From an optimization exercise on the open Yosys and OpenROAD flow, aimed at small area, a short achievable clock period and few clock cycles per item; shortcuts taken in it are not production practice. RTL that was checked went through simulation tests only; none was proved equivalent to the original. Power and IR drop assume default switching activity.

Design sobel_top, start of the top module:
module sobel_top #(
    parameter int IMG_WIDTH  = 160,
    parameter int IMG_HEIGHT = 120,
    parameter int ADDR_W     = 15
) (
    input  logic                 clk,
    input  logic                 rst_n,
    input  logic                 psel,
    input  logic                 penable,
    input  logic                 pwrite,
    input  sobel_pkg::apb_addr_t paddr,
    input  sobel_pkg::apb_data_t pwdata,
    output sobel_pkg::apb_data_t prdata,
    output logic                 pready,
    output logic                 pslverr,
    output logic                 src_rd_en,
    output logic [ADDR_W-1:0]    src_addr,
    input  sobel_pkg::rgb_t      src_data,
    output logic                 edge_we,
    output logic [ADDR_W-1:0]    edge_addr,
    output logic                 edge_bit
);
==> flow/config.mk <==
export PLATFORM = sky130hd
export DESIGN_NAME = sobel_top
export DESIGN_NICKNAME = sobel_top
export VERILOG_FILES = /design/flow/design.v
export SDC_FILE = /design/flow/constraint.sdc
export NUM_CORES = 4
export LEC_CHECK = 0
export CAP_MARGIN = 20
export CORE_MARGIN = 2
export CORE_UTILIZATION = 40
export CTS_CLUSTER_DIAMETER = 80
export CTS_CLUSTER_SIZE = 24
export SETUP_SLACK_MARGIN = 3.1
export SLEW_MARGIN = 20
==> flow/constraint.sdc <==
create_clock -name core_clock -period 5.5 [get_ports {clk}]
set_input_delay 1.1000 -clock core_clock [delete_from_list [all_inputs] [get_ports {clk}]]
set_output_delay 1.1000 -clock core_clock [all_outputs]
set_load 0.01 [all_outputs]
standard.sh (not shown) runs the stock make flow with config.mk's settings and CLKGATE_MAP_FILE= SYNTH_SCRIPT=/design/flow/synth_recipe.tcl, a recipe that flattens the netlist after the stock synthesis.
==> flow/flow/run.sh <==
#!/bin/bash
# The standard flow, with three changes to how the layout is made:
#  - Yosys's adder-cell mapping is off (adders are left as plain gates for ABC),
#  - ABC uses its area script,
#  - the port buffers are buf_2 cells instead of the slow delay-buffer cell that
#    buffer_ports picks by default.
set -euo pipefail
bash standard.sh ADDER_MAP_FILE= ABC_AREA=1 "BUFFER_PORTS_ARGS=-buffer_cell sky130_fd_sc_hd__buf_2" finish > flow_standard.log 2>&1
Testbench counts at the start, summed over its fixed seeds: cycles 368,928, frames 16.
Then changed:
--- a/flow/design.v
+++ b/flow/design.v
@@ -543,17 +543,17 @@
         else       cnt <= cnt_next;
     end
     always_ff @(posedge clk or negedge rst_n) begin
         if (!rst_n) begin
             busy       <= 1'b0;
             done       <= 1'b0;
             last_count <= '0;
         end else if (start) begin
             busy <= 1'b1;
             done <= 1'b0;
-        end else if (busy && rd_done && (v == 4'd0)) begin
+        end else if (busy && rd_done && (v == 4'd0) && !cnt_inc) begin
             busy       <= 1'b0;
             done       <= 1'b1;
-            last_count <= cnt_next;
+            last_count <= cnt;
         end
     end
 endmodule
Effect: Clock skew falls by 0.014 ns; cell count rises by 0.89%; die area falls by about 0.4%; routed wire length rises by about 5%; non-clock buffer count falls by 1; core utilization rises by 0.23 points; clock power falls by about 5%; cell area hardly moves; synthesized cell count rises by 0.96%.
Function not checked in the second run of this note: the RTL went through the layout flow alone.

* * *

Setup of old:
sobel_top, a different RTL version from the one above (not shown whole).
Size: ~1,600 cells after synthesis, ~12,000 um2 of cells after synthesis.
==> flow/config.mk <==
export PLATFORM = sky130hd
export DESIGN_NAME = sobel_top
export DESIGN_NICKNAME = sobel_top
export VERILOG_FILES = /design/flow/design.v
export SDC_FILE = /design/flow/constraint.sdc
export NUM_CORES = 4
export LEC_CHECK = 0
export CAP_MARGIN = 20
export CORE_MARGIN = 2
export CORE_UTILIZATION = 40
export CTS_CLUSTER_DIAMETER = 80
export CTS_CLUSTER_SIZE = 24
export SETUP_SLACK_MARGIN = 3.1
export SLEW_MARGIN = 20
==> flow/constraint.sdc <==
create_clock -name core_clock -period 5.5 [get_ports {clk}]
set_input_delay 1.1000 -clock core_clock [delete_from_list [all_inputs] [get_ports {clk}]]
set_output_delay 1.1000 -clock core_clock [all_outputs]
set_load 0.01 [all_outputs]
Scripts as last shown in full above: flow/flow/run.sh
Looking at the reports, old completed the entire flow and the layout it produced met the timing, DRC and antenna checks.
What new does differently from old at the input level:
-- flow/design.v --
<<< old, line 360
    output logic                 edge_bit
);
    localparam int L      = 14;
    localparam int K      = L - 2;
    localparam int NSTRIP = (IMG_HEIGHT - 2 + K - 1) / K;
>>> new, line 360
    output logic                 edge_bit
);
    localparam int L      = 12;
    localparam int K      = L - 2;
    localparam int NSTRIP = (IMG_HEIGHT - 2 + K - 1) / K;
<<< old, line 532
        end
    end
    logic cnt_inc;
    always_ff @(posedge clk) begin
        m        <= {m[3:1], m0};
        edge_bit <= is_edge && !m[4];
        cnt_inc  <= v[4] && is_edge && !m[4];
    end
    assign cnt_next = cnt + 15'(cnt_inc);
    always_ff @(posedge clk) begin
        if (!busy) cnt <= '0;
>>> new, line 532
        end
    end
    always_ff @(posedge clk) begin
        m        <= {m[3:1], m0};
        edge_bit <= is_edge && !m[4];
    end
    assign cnt_next = cnt + 15'(edge_we && edge_bit);
    always_ff @(posedge clk) begin
        if (!busy) cnt <= '0;
<<< old, line 551
            busy <= 1'b1;
            done <= 1'b0;
        end else if (busy && rd_done && (v == 4'd0)) begin
            busy       <= 1'b0;
            done       <= 1'b1;
            last_count <= cnt_next;
        end
    end
>>> new, line 549
            busy <= 1'b1;
            done <= 1'b0;
        end else if (busy && rd_done && (v == 4'd0) && !edge_we) begin
            busy       <= 1'b0;
            done       <= 1'b1;
            last_count <= cnt;
        end
    end
Comparing fmax for old and new, the smaller number came from new.
Summary — met3 track demand over resource in global routing, new relative to old: higher, by 0.75 points.
Number of non-clock buffers in the layout was higher in the run labelled old.
On cell area after layout, new does worse than old.
Sort old and new by count of nets after finishing desc -> top: new
Testbench counts of new, summed over its fixed seeds: cycles 368,928, frames 16.
Function not checked in old: the RTL went through the layout flow alone.

* * *

Another version of the RTL of sobel_top (not shown whole).
Size in the first run: about 1900 cells after synthesis.
==> flow/config.mk <==
export PLATFORM = sky130hd
export DESIGN_NAME = sobel_top
export DESIGN_NICKNAME = sobel_top
export VERILOG_FILES = /design/flow/design.v
export SDC_FILE = /design/flow/constraint.sdc
export NUM_CORES = 4
export LEC_CHECK = 0
export CAP_MARGIN = 20
export CORE_MARGIN = 2
export CORE_UTILIZATION = 40
export SETUP_SLACK_MARGIN = 3.1
export SLEW_MARGIN = 20
==> flow/constraint.sdc <==
create_clock -name core_clock -period 5.5 [get_ports {clk}]
set_input_delay 1.1000 -clock core_clock [delete_from_list [all_inputs] [get_ports {clk}]]
set_output_delay 1.1000 -clock core_clock [all_outputs]
set_load 0.01 [all_outputs]
Scripts as last shown in full above: flow/flow/run.sh
Testbench counts at the start, summed over its fixed seeds: cycles 368,928, frames 16.
Then changed:
--- a/flow/design.v
+++ b/flow/design.v
@@ -1,21 +1,21 @@
 package sobel_pkg;
     typedef logic [11:0] rgb_t;
     typedef logic [7:0]  apb_addr_t;
     typedef logic [31:0] apb_data_t;
 endpackage
 module sobel_mag_rows (
-    input  logic [6:0]  gx,
-    input  logic [6:0]  gy,
+    input  logic [5:0]  bx,
+    input  logic        sx,
+    input  logic [5:0]  by,
+    input  logic        sy,
     input  logic [12:0] thresh,
     output logic [13:4] r1,
     output logic [13:4] r2,
     output logic        c_lo
 );
-    logic [5:0]  bx, by;
-    logic        sx, sy;
     logic [12:0] nt;
     logic m_1;
     logic m_2;
     logic m_3;
     logic m_4;
     logic m_5;
@@ -117,16 +117,12 @@
     logic m_101;
     logic m_102;
     logic m_103;
     logic m_104;
     logic [4:0] lc;
     logic [3:0] l1, l2;
-    assign sx = gx[6];
-    assign sy = gy[6];
-    assign bx = gx[5:0] ^ {6{sx}};
-    assign by = gy[5:0] ^ {6{sy}};
     assign nt = ~thresh;
     assign m_1 = (bx[0] & bx[2]) ^ (bx[1] & bx[0]);
     assign m_2 = (bx[0] & bx[2]) & (bx[1] & bx[0]);
     assign m_3 = (bx[0] & bx[3]) ^ (bx[2] & ~bx[1]) ^ (sx & bx[3]);
     assign m_4 = ((bx[0] & bx[3]) & (bx[2] & ~bx[1])) | ((bx[0] & bx[3]) & (sx & bx[3])) | ((bx[2] & ~bx[1]) & (sx & bx[3]));
     assign m_5 = (bx[0] & bx[4]) ^ (bx[1] & bx[3]) ^ (bx[2] & bx[1]);
@@ -321,18 +317,26 @@
     logic        a_ct, a_th, a_mg, a_st, a_cn;
     assign a_ct = (paddr == 8'h00);
     assign a_th = (paddr == 8'h04);
     assign a_mg = (paddr == 8'h08);
     assign a_st = (paddr == 8'h0C);
     assign a_cn = (paddr == 8'h10);
+    logic        a_ok;
+    logic [14:0] rd_sel;
+    assign a_ok = (paddr[7:5] == 3'd0) && (paddr[1:0] == 2'd0);
+    always_comb begin
+        case (paddr[4:2])
+            3'd1:    rd_sel = {2'd0, thresh};
+            3'd2:    rd_sel = {11'd0, margin};
+            3'd3:    rd_sel = {13'd0, done, busy};
+            3'd4:    rd_sel = last_count;
+            default: rd_sel = '0;
+        endcase
+    end
     always_ff @(posedge clk) begin
-        rd_q <= '0;
-        if (a_th) rd_q[12:0] <= thresh;
-        if (a_mg) rd_q[3:0]  <= margin;
-        if (a_st) rd_q[1:0]  <= {done, busy};
-        if (a_cn) rd_q       <= last_count;
+        rd_q    <= a_ok ? rd_sel : 15'd0;
         err_q   <= !(a_ct || a_th || a_mg || a_st || a_cn) || (pwrite && busy && (a_ct || a_th || a_mg));
         wr_th_q <= pwrite && !busy && a_th;
         wr_mg_q <= pwrite && !busy && a_mg;
         wr_ct_q <= pwrite && !busy && a_ct;
     end
     logic access;
@@ -355,14 +359,16 @@
     logic [7:0]  x;       
     logic [6:0]  ry;      
     logic        rd_done;
     logic        col_end;
     logic        strip_end;
     logic        final_rd;
-    assign col_end   = (j == 4'(L - 1));
-    assign strip_end = (x == 8'(IMG_WIDTH - 1));
+    always_ff @(posedge clk) begin
+        col_end   <= busy && !col_end && (j == 4'(L - 2));
+        strip_end <= busy && (col_end ? (!strip_end && (x == 8'(IMG_WIDTH - 2))) : strip_end);
+    end
     logic        rd_next;
     assign final_rd  = strip_end && (ry == 7'(IMG_HEIGHT - 1)) && (j == 4'(J_LAST));
     always_ff @(posedge clk) begin
         if (!busy) begin
             j         <= '0;
             x         <= '0;
@@ -415,37 +421,45 @@
     assign luma = 4'(src_data[11:10]) + 4'(src_data[7:5]) + 4'(src_data[7]) + 4'(src_data[3]);
     always_ff @(posedge clk) begin
         ch[0] <= luma;
         for (int i = 1; i < CH; i++) ch[i] <= ch[i-1];
     end
     logic [5:0]  sum_l, sum_r, sum_t, sum_b;
-    logic [6:0]  gx, gy;
+    logic [6:0]  dx, dy;
+    logic [5:0]  bx, by;
+    logic        sx, sy;
     logic [13:4] r1_d, r2_d, r1, r2;
     logic        c_lo_d, c_lo;
     logic        is_edge;
     assign sum_l = 6'(ch[2*L+2]) + {1'b0, ch[2*L+1], 1'b0} + 6'(ch[2*L]);
     assign sum_r = 6'(ch[2])     + {1'b0, ch[1], 1'b0}     + 6'(ch[0]);
     assign sum_t = 6'(ch[2*L+2]) + {1'b0, ch[L+2], 1'b0}   + 6'(ch[2]);
     assign sum_b = 6'(ch[2*L])   + {1'b0, ch[L], 1'b0}     + 6'(ch[0]);
+    assign dx = {1'b0, sum_l} - {1'b0, sum_r};
+    assign dy = {1'b0, sum_t} - {1'b0, sum_b};
     sobel_mag_rows u_rows (
-        .gx     (gx),
-        .gy     (gy),
+        .bx     (bx),
+        .sx     (sx),
+        .by     (by),
+        .sy     (sy),
         .thresh (thresh),
         .r1     (r1_d),
         .r2     (r2_d),
         .c_lo   (c_lo_d)
     );
     sobel_mag_carry u_carry (
         .r1      (r1),
         .r2      (r2),
         .c_lo    (c_lo),
         .is_edge (is_edge)
     );
     always_ff @(posedge clk) begin
-        gx   <= {1'b0, sum_l} - {1'b0, sum_r};
-        gy   <= {1'b0, sum_t} - {1'b0, sum_b};
+        sx   <= dx[6];
+        bx   <= dx[5:0] ^ {6{dx[6]}};
+        sy   <= dy[6];
+        by   <= dy[5:0] ^ {6{dy[6]}};
         r1   <= r1_d;
         r2   <= r2_d;
         c_lo <= c_lo_d;
     end
     logic v0, m0;
     logic [4:1] v;
Effect:
- utilization stays flat
- synthesized area came out lower slightly
- design area came out lower slightly
- final cell count came out lower by a few percent
- critical path depth does not change
- register-to-register slack is about the same
- sequential cell count came out higher by 2
- sequential power came out higher by a few percent
- worst setup slack improves by 0.080 ns
- routed wire length came out lower by a few percent
- clock power came out higher by a few percent
- first-iteration DRC count came out lower by a few percent
The RTL of the second run of this note was laid out without a check of its function.

-- re-timing with driven ports --
How much do the figures lean on ideal ports? The routed layouts below were timed once more, with nothing changed but the port constraints.
Step 1: set_driving_cell puts a clkbuf_16 on clk and a buf_2 on each other input, an assumption about the parent block.
Step 2 also shifts input and output timing later by t, the mid clock arrival at the registers, as if the neighbouring blocks saw the same clock.
Slacks: ideal / step 1 / step 2; pairs: ideal / step 1.
run	t (ns)	setup WS [ns]	worst setup path after step 2
the first run of note 1	0.543	3.269 / 3.219 / 2.878	input to register
the second run of note 1	0.540	3.284 / 3.243 / 2.778	input to register
old	0.548	3.245 / 3.245 / 2.746	input to register
new	0.546	3.172 / 3.124 / 2.884	input to register
the first run of note 3	0.598	3.172 / 3.121 / 2.681	input to register
the second run of note 3	0.593	3.252 / 3.200 / 2.781	input to register
After both steps setup and hold are still met in every run listed. For the second run of note 1, which loses most, drivers alone change the setup slack by -0.041 ns; drivers and shift together by -0.506 ns.
